Source: an optimization exercise on an open RTL-to-GDS flow (aim: a short achievable clock period and few clock cycles). Production flows keep margins and buffers that such runs may drop. No activity file was given, so power comes from the tool's default toggle rates.

==> run a <==
==> flow/design.v <==
package cpu_pkg;
    localparam int DATA_W    = 32;
    localparam int ADDR_W    = 12;
    localparam int REG_COUNT = 16;
    localparam int FLAG_W    = 5;
    typedef enum logic [3:0] {
        NOP = 4'd0,
        LD  = 4'd1,
        STR = 4'd2,
        BRA = 4'd3,
        XOR = 4'd4,
        ADD = 4'd5,
        ROT = 4'd6,
        SHF = 4'd7,
        HLT = 4'd8,
        CMP = 4'd9
    } opcode_t;
    typedef enum logic [2:0] {
        COND_ALWAYS   = 3'd0,
        COND_PARITY   = 3'd1,
        COND_EVEN     = 3'd2,
        COND_CARRY    = 3'd3,
        COND_NEG      = 3'd4,
        COND_ZERO     = 3'd5,
        COND_NO_CARRY = 3'd6,
        COND_NOT_ZERO = 3'd7
    } cond_t;
    typedef enum logic [2:0] {
        FETCH      = 3'd0,
        DECODE     = 3'd1,
        EXECUTE    = 3'd2,
        MEM_ACCESS = 3'd3,
        WRITEBACK  = 3'd4,
        HALTED     = 3'd5
    } state_t;
    localparam int OPC_HI        = 31;
    localparam int OPC_LO        = 28;
    localparam int COND_HI       = 27;
    localparam int COND_LO       = 25;
    localparam int IMM_FLAG_BIT  = 24;
    localparam int DST_HI        = 23;
    localparam int DST_LO        = 20;
    localparam int SRC_HI        = 19;
    localparam int SRC_LO        = 16;
    localparam int ADR_HI        = 11;
    localparam int ADR_LO        = 0;
    localparam int SHIFT_DIR_BIT = 5;
    localparam int SHIFT_AMT_HI  = 4;
    localparam int SHIFT_AMT_LO  = 0;
    localparam int FLAG_Z        = 4;
    localparam int FLAG_N        = 3;
    localparam int FLAG_E        = 2;
    localparam int FLAG_P        = 1;
    localparam int FLAG_C        = 0;
endpackage
`timescale 1ns/1ps
module cpu_control (
    input  logic                          clk,
    input  logic                          reset,
    output logic                          mem_valid,
    output logic                          mem_write,
    output logic [cpu_pkg::ADDR_W-1:0]    mem_address,
    output logic [cpu_pkg::DATA_W-1:0]    mem_wdata,
    input  logic                          mem_ready,
    input  logic [cpu_pkg::DATA_W-1:0]    mem_rdata,
    output logic                          halted
);
    localparam int DW = cpu_pkg::DATA_W;
    localparam int AW = cpu_pkg::ADDR_W;
    logic            port_data;      
    logic            squash;         
    logic [AW-1:0]   redir_pc;       
    logic [AW-1:0]   ret_pc;         
    logic [3:0]      ld_dst;
    logic            e_wr;           
    logic            e_add, e_xor, e_cmp, e_rot, e_sh;
    logic [3:0]      e_dst;
    logic [DW-1:0]   e_a;
    logic [DW-1:0]   e_b;
    logic            e_chk;          
    cpu_pkg::cond_t  e_cond;
    logic            e_pred;
    logic [AW-1:0]   e_alt;          
    logic [DW-1:0]   fres;
    logic            fcar;
    logic [DW-1:0]   alu_result, shift_result, ex_result;
    logic            alu_carry, shift_carry, ex_carry;
    logic            e_met, mispredict;
    arith_logic_unit u_alu (
        .sel_add    (e_add),
        .sel_xor    (e_xor),
        .sel_cmp    (e_cmp),
        .dst        (e_a),
        .src        (e_b),
        .alu_result (alu_result),
        .alu_carry  (alu_carry)
    );
    shift_rotate_unit u_shifter (
        .rot          (e_rot),
        .dst          (e_a),
        .src          (e_b[5:0]),
        .shift_result (shift_result),
        .shift_carry  (shift_carry)
    );
    assign ex_result = e_sh ? shift_result : alu_result;
    assign ex_carry  = e_sh ? shift_carry  : alu_carry;
    result_merge u_econd (
        .cond     (e_cond),
        .res      (fres),
        .carry    (fcar),
        .cond_met (e_met)
    );
    assign mispredict = e_chk && (e_met != e_pred);
    logic            hs, fetch_ok;
    cpu_pkg::opcode_t op;
    cpu_pkg::cond_t  f_cond;
    logic            f_imm;
    logic [3:0]      f_d, f_s;
    logic [AW-1:0]   f_a, fa_next;
    logic            is_ld, is_str, is_bra, is_hlt, is_alu;
    logic            f_met, bra_known, bra_pred;
    logic [DW-1:0]   rf_a, rf_b, op_a, op_b;
    assign hs       = mem_valid && mem_ready;
    assign fetch_ok = hs && !port_data && !squash && !mispredict;
    assign op     = cpu_pkg::opcode_t'(mem_rdata[cpu_pkg::OPC_HI:cpu_pkg::OPC_LO]);
    assign f_cond = cpu_pkg::cond_t'(mem_rdata[cpu_pkg::COND_HI:cpu_pkg::COND_LO]);
    assign f_imm  = mem_rdata[cpu_pkg::IMM_FLAG_BIT];
    assign f_d    = mem_rdata[cpu_pkg::DST_HI:cpu_pkg::DST_LO];
    assign f_s    = mem_rdata[cpu_pkg::SRC_HI:cpu_pkg::SRC_LO];
    assign f_a    = mem_rdata[cpu_pkg::ADR_HI:cpu_pkg::ADR_LO];
    assign is_ld  = (op == cpu_pkg::LD);
    assign is_str = (op == cpu_pkg::STR);
    assign is_bra = (op == cpu_pkg::BRA);
    assign is_hlt = (op == cpu_pkg::HLT);
    assign is_alu = (op == cpu_pkg::XOR) || (op == cpu_pkg::ADD) || (op == cpu_pkg::ROT)
                 || (op == cpu_pkg::SHF) || (op == cpu_pkg::CMP);
    assign fa_next = mem_address + 1'b1;
    result_merge u_fcond (
        .cond     (f_cond),
        .res      (fres),
        .carry    (fcar),
        .cond_met (f_met)
    );
    assign bra_known = (f_cond == cpu_pkg::COND_ALWAYS) || !e_wr || (f_a == fa_next);
    assign bra_pred  = bra_known ? f_met : (f_a <= mem_address);
    logic [3:0] rf_wr_addr;
    logic       rf_wr_en;
    logic [DW-1:0] rf_wr_data;
    register_file u_regs (
        .clk       (clk),
        .reset     (reset),
        .rd_addr_a (f_d),
        .rd_addr_b (f_s),
        .wr_en     (rf_wr_en),
        .wr_addr   (rf_wr_addr),
        .wr_data   (rf_wr_data),
        .rd_data_a (rf_a),
        .rd_data_b (rf_b)
    );
    assign rf_wr_en   = e_wr || (hs && port_data && !mem_write);
    assign rf_wr_addr = e_wr ? e_dst : ld_dst;
    assign rf_wr_data = e_wr ? ex_result : mem_rdata;
    assign op_a = (e_wr && e_dst == f_d) ? ex_result : rf_a;
    assign op_b = f_imm ? {{(DW - AW){1'b0}}, f_a}
                : (e_wr && e_dst == f_s) ? ex_result : rf_b;
    always_ff @(posedge clk) begin
        if (reset) begin
            mem_valid   <= 1'b1;
            mem_write   <= 1'b0;
            mem_address <= '0;
            port_data   <= 1'b0;
            squash      <= 1'b0;
            halted      <= 1'b0;
            e_wr        <= 1'b0;
            e_chk       <= 1'b0;
            fres        <= 32'h3;    
            fcar        <= 1'b0;
        end else begin
            e_wr  <= fetch_ok && is_alu;
            e_chk <= fetch_ok && is_bra && !bra_known;
            if (e_wr) begin
                fres <= ex_result;
                fcar <= ex_carry;
            end
            if (hs) begin
                if (port_data) begin
                    port_data   <= 1'b0;
                    mem_write   <= 1'b0;
                    mem_address <= ret_pc;
                    fres        <= mem_write ? 32'h3 : mem_rdata;
                    fcar        <= 1'b0;
                end else if (squash || mispredict) begin
                    squash      <= 1'b0;
                    mem_address <= squash ? redir_pc : e_alt;
                end else if (is_ld || is_str) begin
                    port_data   <= 1'b1;
                    mem_write   <= is_str;
                    mem_address <= f_a;
                end else if (is_hlt) begin
                    mem_valid   <= 1'b0;
                    halted      <= 1'b1;
                end else if (is_bra && bra_pred) begin
                    mem_address <= f_a;
                end else begin
                    mem_address <= fa_next;
                end
            end else if (mispredict) begin
                squash   <= 1'b1;
                redir_pc <= e_alt;
            end
        end
    end
    always_ff @(posedge clk) begin
        if (fetch_ok && (is_ld || is_str)) begin
            ret_pc    <= fa_next;
            ld_dst    <= f_d;
            mem_wdata <= op_a;
        end
        e_add  <= (op == cpu_pkg::ADD);
        e_xor  <= (op == cpu_pkg::XOR);
        e_cmp  <= (op == cpu_pkg::CMP);
        e_rot  <= (op == cpu_pkg::ROT);
        e_sh   <= (op == cpu_pkg::ROT) || (op == cpu_pkg::SHF);
        e_dst  <= f_d;
        e_a    <= op_a;
        e_b    <= op_b;
        e_cond <= f_cond;
        e_pred <= bra_pred;
        e_alt  <= bra_pred ? fa_next : f_a;
    end
endmodule
`timescale 1ns/1ps
module register_file (
    input  logic                          clk,
    input  logic                          reset,
    input  logic [3:0]                    rd_addr_a,
    input  logic [3:0]                    rd_addr_b,
    input  logic                          wr_en,
    input  logic [3:0]                    wr_addr,
    input  logic [cpu_pkg::DATA_W-1:0]    wr_data,
    output logic [cpu_pkg::DATA_W-1:0]    rd_data_a,
    output logic [cpu_pkg::DATA_W-1:0]    rd_data_b
);
    logic [cpu_pkg::DATA_W-1:0] regs [cpu_pkg::REG_COUNT];
    always_ff @(posedge clk) begin
        if (reset) begin
            for (int i = 0; i < cpu_pkg::REG_COUNT; i++) begin
                regs[i] <= '0;
            end
        end else if (wr_en) begin
            regs[wr_addr] <= wr_data;
        end
    end
    assign rd_data_a = regs[rd_addr_a];
    assign rd_data_b = regs[rd_addr_b];
endmodule
`timescale 1ns/1ps
module arith_logic_unit (
    input  logic                          sel_add,
    input  logic                          sel_xor,
    input  logic                          sel_cmp,
    input  logic [cpu_pkg::DATA_W-1:0]    dst,
    input  logic [cpu_pkg::DATA_W-1:0]    src,
    output logic [cpu_pkg::DATA_W-1:0]    alu_result,
    output logic                          alu_carry
);
    logic [cpu_pkg::DATA_W:0] sum;
    assign sum = {1'b0, dst} + {1'b0, src};
    assign alu_result = ({cpu_pkg::DATA_W{sel_add}} & sum[cpu_pkg::DATA_W-1:0])
                      | ({cpu_pkg::DATA_W{sel_xor}} & (dst ^ src))
                      | ({cpu_pkg::DATA_W{sel_cmp}} & ~src);
    assign alu_carry  = sel_add & sum[cpu_pkg::DATA_W];
endmodule
`timescale 1ns/1ps
module shift_rotate_unit (
    input  logic                          rot,
    input  logic [cpu_pkg::DATA_W-1:0]    dst,
    input  logic [5:0]                    src,
    output logic [cpu_pkg::DATA_W-1:0]    shift_result,
    output logic                          shift_carry
);
    localparam int W = cpu_pkg::DATA_W;
    logic [4:0]       amount;
    logic             right;
    logic [2*W-1:0]   shift_wide;
    logic [2*W-1:0]   rot_wide;
    logic [W-1:0]     shift_res;
    logic [W-1:0]     rot_res;
    logic             out_bit;
    assign amount = src[cpu_pkg::SHIFT_AMT_HI:cpu_pkg::SHIFT_AMT_LO];
    assign right  = src[cpu_pkg::SHIFT_DIR_BIT];
    always_comb begin
        if (right) begin
            shift_wide = {dst, {W{1'b0}}} >> amount;
            rot_wide   = {dst, dst} >> amount;
            shift_res  = shift_wide[2*W-1:W];
            rot_res    = rot_wide[W-1:0];
            out_bit    = shift_wide[W-1];
        end else begin
            shift_wide = {{W{1'b0}}, dst} << amount;
            rot_wide   = {dst, dst} << amount;
            shift_res  = shift_wide[W-1:0];
            rot_res    = rot_wide[2*W-1:W];
            out_bit    = shift_wide[W];
        end
    end
    assign shift_result = rot ? rot_res : shift_res;
    assign shift_carry  = out_bit;
endmodule
`timescale 1ns/1ps
module result_merge (
    input  cpu_pkg::cond_t                cond,
    input  logic [cpu_pkg::DATA_W-1:0]    res,
    input  logic                          carry,
    output logic                          cond_met
);
    logic z, n, e, p;
    assign z = ~|res;
    assign n = res[cpu_pkg::DATA_W-1];
    assign e = ~res[0];
    assign p = ^res;
    always_comb begin
        case (cond)
            cpu_pkg::COND_ALWAYS:   cond_met = 1'b1;
            cpu_pkg::COND_PARITY:   cond_met = p;
            cpu_pkg::COND_EVEN:     cond_met = e;
            cpu_pkg::COND_CARRY:    cond_met = carry;
            cpu_pkg::COND_NEG:      cond_met = n;
            cpu_pkg::COND_ZERO:     cond_met = z;
            cpu_pkg::COND_NO_CARRY: cond_met = ~carry;
            default:                cond_met = ~z;
        endcase
    end
endmodule
`timescale 1ns/1ps
module cpu_top (
    input  logic                          clk,
    input  logic                          reset,
    output logic                          mem_valid,
    output logic                          mem_write,
    output logic [cpu_pkg::ADDR_W-1:0]    mem_address,
    output logic [cpu_pkg::DATA_W-1:0]    mem_wdata,
    input  logic                          mem_ready,
    input  logic [cpu_pkg::DATA_W-1:0]    mem_rdata,
    output logic                          halted
);
    cpu_control u_control (
        .clk         (clk),
        .reset       (reset),
        .mem_valid   (mem_valid),
        .mem_write   (mem_write),
        .mem_address (mem_address),
        .mem_wdata   (mem_wdata),
        .mem_ready   (mem_ready),
        .mem_rdata   (mem_rdata),
        .halted      (halted)
    );
endmodule
==> flow/run.sh <==
#!/bin/bash
# synth_recipe.tcl (not shown) runs the flow's synth.tcl, then flattens the netlist and writes it again
# the make line also repeats each setting of config.mk as NAME=value (left out here)
make -C /OpenROAD-flow-scripts/flow DESIGN_CONFIG=/design/flow/config.mk WORK_HOME=/design/flow/orfs CLKGATE_MAP_FILE= SYNTH_SCRIPT=/design/flow/synth_recipe.tcl finish
==> flow/config.mk <==
export PLATFORM = sky130hd
export DESIGN_NAME = cpu_top
export DESIGN_NICKNAME = cpu_top
export VERILOG_FILES = /design/flow/design.v
export SDC_FILE = /design/flow/constraint.sdc
export NUM_CORES = 4
export LEC_CHECK = 0
export CAP_MARGIN = 20
export CORE_MARGIN = 2
export CORE_UTILIZATION = 40
export SLEW_MARGIN = 20
==> flow/constraint.sdc <==
create_clock -name core_clock -period 5.5 [get_ports {clk}]
set_input_delay 1.1000 -clock core_clock [delete_from_list [all_inputs] [get_ports {clk}]]
set_output_delay 1.1000 -clock core_clock [all_outputs]
set_load 0.01 [all_outputs]
==> run b: changes against run a <==
--- a/flow/design.v
+++ b/flow/design.v
@@ -74,2 +74,9 @@
     logic [3:0]      ld_dst;
+    localparam int CI = 4;
+    localparam int CN = 1 << CI;
+    logic [DW-1:0]      c_word  [CN];
+    logic [AW-CI-1:0]   c_tag   [CN];
+    logic [CN-1:0]      c_valid;
+    logic [DW-1:0]      cw;          
+    logic               use_c;       
     logic            e_wr;           
@@ -122,10 +129,15 @@
     logic [DW-1:0]   rf_a, rf_b, op_a, op_b;
+    logic [DW-1:0]   f_ir;
+    logic [AW-1:0]   f_pc;
+    logic            c_hit;
     assign hs       = mem_valid && mem_ready;
-    assign fetch_ok = hs && !port_data && !squash && !mispredict;
-    assign op     = cpu_pkg::opcode_t'(mem_rdata[cpu_pkg::OPC_HI:cpu_pkg::OPC_LO]);
-    assign f_cond = cpu_pkg::cond_t'(mem_rdata[cpu_pkg::COND_HI:cpu_pkg::COND_LO]);
-    assign f_imm  = mem_rdata[cpu_pkg::IMM_FLAG_BIT];
-    assign f_d    = mem_rdata[cpu_pkg::DST_HI:cpu_pkg::DST_LO];
-    assign f_s    = mem_rdata[cpu_pkg::SRC_HI:cpu_pkg::SRC_LO];
-    assign f_a    = mem_rdata[cpu_pkg::ADR_HI:cpu_pkg::ADR_LO];
+    assign fetch_ok = hs && (use_c || (!port_data && !squash && !mispredict));
+    assign f_ir = use_c ? cw : mem_rdata;
+    assign f_pc = use_c ? ret_pc : mem_address;
+    assign op     = cpu_pkg::opcode_t'(f_ir[cpu_pkg::OPC_HI:cpu_pkg::OPC_LO]);
+    assign f_cond = cpu_pkg::cond_t'(f_ir[cpu_pkg::COND_HI:cpu_pkg::COND_LO]);
+    assign f_imm  = f_ir[cpu_pkg::IMM_FLAG_BIT];
+    assign f_d    = f_ir[cpu_pkg::DST_HI:cpu_pkg::DST_LO];
+    assign f_s    = f_ir[cpu_pkg::SRC_HI:cpu_pkg::SRC_LO];
+    assign f_a    = f_ir[cpu_pkg::ADR_HI:cpu_pkg::ADR_LO];
     assign is_ld  = (op == cpu_pkg::LD);
@@ -136,3 +148,4 @@
                  || (op == cpu_pkg::SHF) || (op == cpu_pkg::CMP);
-    assign fa_next = mem_address + 1'b1;
+    assign fa_next = f_pc + 1'b1;
+    assign c_hit   = c_valid[fa_next[CI-1:0]] && (c_tag[fa_next[CI-1:0]] == fa_next[AW-1:CI]);
     result_merge u_fcond (
@@ -143,4 +156,35 @@
     );
-    assign bra_known = (f_cond == cpu_pkg::COND_ALWAYS) || !e_wr || (f_a == fa_next);
-    assign bra_pred  = bra_known ? f_met : (f_a <= mem_address);
+    logic met0;
+    assign met0 = (f_cond == cpu_pkg::COND_ALWAYS) || (f_cond == cpu_pkg::COND_NO_CARRY)
+               || (f_cond == cpu_pkg::COND_NOT_ZERO);
+    logic ez, en, ee, ep;
+    logic k_z, k_e, k_p, k_nc;
+    logic add_z;
+    logic e_met_early, e_known_early;
+    assign add_z = ~|((e_a ^ e_b) ^ {e_a[DW-2:0] | e_b[DW-2:0], 1'b0});
+    assign ez = e_add ? add_z : e_xor ? (e_a == e_b) : e_cmp ? (&e_b) : ~|e_a;
+    assign ee = e_cmp ? e_b[0] : ~(e_a[0] ^ e_b[0]);
+    assign ep = ((e_xor || e_rot) & ^e_a) ^ ((e_xor || e_cmp) & ^e_b);
+    assign en = e_cmp ? ~e_b[DW-1] : (e_a[DW-1] ^ e_b[DW-1]);
+    assign k_z  = e_add || e_xor || e_cmp || e_rot;
+    assign k_e  = e_add || e_xor || e_cmp;
+    assign k_p  = e_xor || e_cmp || e_rot;
+    assign k_nc = e_xor || e_cmp;
+    always_comb begin
+        case (f_cond)
+            cpu_pkg::COND_ALWAYS:   begin e_known_early = 1'b1; e_met_early = 1'b1; end
+            cpu_pkg::COND_PARITY:   begin e_known_early = k_p;  e_met_early = ep;   end
+            cpu_pkg::COND_EVEN:     begin e_known_early = k_e;  e_met_early = ee;   end
+            cpu_pkg::COND_CARRY:    begin e_known_early = k_nc; e_met_early = 1'b0; end
+            cpu_pkg::COND_NEG:      begin e_known_early = k_nc; e_met_early = en;   end
+            cpu_pkg::COND_ZERO:     begin e_known_early = k_z;  e_met_early = ez;   end
+            cpu_pkg::COND_NO_CARRY: begin e_known_early = k_nc; e_met_early = 1'b1; end
+            default:                begin e_known_early = k_z;  e_met_early = ~ez;  end
+        endcase
+    end
+    assign bra_known = (f_cond == cpu_pkg::COND_ALWAYS) || (f_a == fa_next)
+                    || (use_c ? mem_write : (!e_wr || e_known_early));
+    assign bra_pred  = !bra_known ? (f_a <= f_pc)
+                     : (use_c && mem_write) ? met0
+                     : e_wr ? e_met_early : f_met;
     logic [3:0] rf_wr_addr;
@@ -159,8 +203,18 @@
     );
-    assign rf_wr_en   = e_wr || (hs && port_data && !mem_write);
-    assign rf_wr_addr = e_wr ? e_dst : ld_dst;
-    assign rf_wr_data = e_wr ? ex_result : mem_rdata;
-    assign op_a = (e_wr && e_dst == f_d) ? ex_result : rf_a;
+    logic            wb_en;
+    logic [3:0]      wb_dst;
+    logic [DW-1:0]   wb_data;
+    assign rf_wr_en   = wb_en;
+    assign rf_wr_addr = wb_dst;
+    assign rf_wr_data = wb_data;
+    logic ld_now;
+    logic [DW-1:0] rl_a, rl_b;
+    assign ld_now = port_data && !mem_write;
+    assign rl_a = (ld_now && ld_dst == f_d) ? mem_rdata
+                : (wb_en && wb_dst == f_d) ? wb_data : rf_a;
+    assign rl_b = (ld_now && ld_dst == f_s) ? mem_rdata
+                : (wb_en && wb_dst == f_s) ? wb_data : rf_b;
+    assign op_a = (e_wr && e_dst == f_d) ? ex_result : rl_a;
     assign op_b = f_imm ? {{(DW - AW){1'b0}}, f_a}
-                : (e_wr && e_dst == f_s) ? ex_result : rf_b;
+                : (e_wr && e_dst == f_s) ? ex_result : rl_b;
     always_ff @(posedge clk) begin
@@ -171,2 +225,4 @@
             port_data   <= 1'b0;
+            use_c       <= 1'b0;
+            c_valid     <= '0;
             squash      <= 1'b0;
@@ -175,2 +231,3 @@
             e_chk       <= 1'b0;
+            wb_en       <= 1'b0;
             fres        <= 32'h3;    
@@ -179,2 +236,9 @@
             e_wr  <= fetch_ok && is_alu;
+            wb_en <= e_wr || (hs && ld_now);
+            if (hs && !port_data) begin
+                c_valid[mem_address[CI-1:0]] <= 1'b1;
+            end else if (hs && mem_write
+                         && c_tag[mem_address[CI-1:0]] == mem_address[AW-1:CI]) begin
+                c_valid[mem_address[CI-1:0]] <= 1'b0;
+            end
             e_chk <= fetch_ok && is_bra && !bra_known;
@@ -185,3 +249,8 @@
             if (hs) begin
+                use_c <= 1'b0;
                 if (port_data) begin
+                    fres        <= mem_write ? 32'h3 : mem_rdata;
+                    fcar        <= 1'b0;
+                end
+                if (port_data && !use_c) begin
                     port_data   <= 1'b0;
@@ -189,5 +258,3 @@
                     mem_address <= ret_pc;
-                    fres        <= mem_write ? 32'h3 : mem_rdata;
-                    fcar        <= 1'b0;
-                end else if (squash || mispredict) begin
+                end else if (!use_c && (squash || mispredict)) begin
                     squash      <= 1'b0;
@@ -198,3 +265,6 @@
                     mem_address <= f_a;
+                    use_c       <= c_hit;
                 end else if (is_hlt) begin
+                    port_data   <= 1'b0;
+                    mem_write   <= 1'b0;
                     mem_valid   <= 1'b0;
@@ -202,4 +272,8 @@
                 end else if (is_bra && bra_pred) begin
+                    port_data   <= 1'b0;
+                    mem_write   <= 1'b0;
                     mem_address <= f_a;
                 end else begin
+                    port_data   <= 1'b0;
+                    mem_write   <= 1'b0;
                     mem_address <= fa_next;
@@ -218,2 +292,9 @@
         end
+        if (hs && !port_data) begin
+            c_word[mem_address[CI-1:0]] <= mem_rdata;
+            c_tag[mem_address[CI-1:0]]  <= mem_address[AW-1:CI];
+        end
+        if (fetch_ok) cw <= c_word[fa_next[CI-1:0]];
+        wb_dst  <= e_wr ? e_dst : ld_dst;
+        wb_data <= e_wr ? ex_result : mem_rdata;
         e_add  <= (op == cpu_pkg::ADD);
- ABC_CLOCK_PERIOD_IN_PS: unset -> 2500
- SETUP_SLACK_MARGIN: unset -> 3.0
==> comparison table <==
Status: run a finished clean; run b finished clean
Number of vias per cell after detailed routing: run a 6.50; run b 6.55
Clk_skew: run a 0.0505 ns; run b 0.0346 ns
Rel. slew slack: run a 26.3%; run b 18.4%
Aggregate routed wire length: run a 154000 um; run b 331000 um
Core area: run a 107000 sq um; run b 183000 sq um
Launching instance or port of the critical path: run a u_control.e_b[0]; run b u_control.e_b[1]
Via count: run a 32607; run b 65307
Synth Area in XOR/XNOR: run a 1.08%; run b 1.84%
Register bit count reported by yosys: run a 713; run b 1375
Data arrival time of the worst path: run a 4.92 ns; run b 4.15 ns
Number of enable flip-flop cells after synthesis: run a 572; run b 1176
Initial standard-cell utilization of the core: run a 40.2%; run b 40.3%
Clock Sinks: run a 713; run b 1375
GP Congestion: run a 0.936; run b 1.00
Mean Syn Cell Area: run a 12.0 sq um; run b 11.1 sq um
Clock period minus worst slack: run a 4.54 ns; run b 3.63 ns
Clock distribution power: run a 5.57 mW; run b 10.5 mW
Clock transition at the register clock pins on the worst setup and hold paths after CTS: run a 0.07 ns; run b 0.06 ns
Area fraction in compound gates after synthesis: run a 11.3%; run b 9.83%
Syn_nets: run a 3673; run b 6843
Flop pwr share: run a 42.3%; run b 39.3%
Cell Rows: run a 120; run b 157
Number of antenna violations at the first check in global routing: run a 3; run b 21
Met3 Track Usage GR: run a 4.93%; run b 9.78%
No functional check of the RTL was part of any run of this note.

[what the ideal ports hide]
The results above use ideal ports. As a check the final layouts listed here were re-extracted and re-timed, cells and wires unchanged. Step 1 (the two cells are an assumption about what drives the block):
set clk [get_ports {clk}]
set_driving_cell -lib_cell sky130_fd_sc_hd__clkbuf_16 $clk
set_driving_cell -lib_cell sky130_fd_sc_hd__buf_2 [delete_from_list [all_inputs] $clk]
Step 2 moves the port delays by t, midway between the first and last clock arrival at a register: inputs arrive t later, outputs are due t later. That takes back most of the time a late clock gives input paths. a / b / c = ideal / step 1 / step 2; a / b = the first two.
| run | t (ns) | setup WS [ns] | worst setup path after step 2 | latest minus earliest clock arrival (ns) | worst slew at a driven data input, ns |
|---|---|---|---|---|---|
| run a | 0.728 | 0.963 / 0.963 / 0.910 | input to register | 0.051 / 0.050 | 0.06 |
| run b | 0.897 | 1.870 / 1.870 / 1.163 | input to register | 0.043 / 0.043 | 0.11 |
After both steps setup and hold are still met in every run listed. The setup slack of run b, which loses most, moves by 0.000 ns with the drivers and by -0.707 ns with both steps.
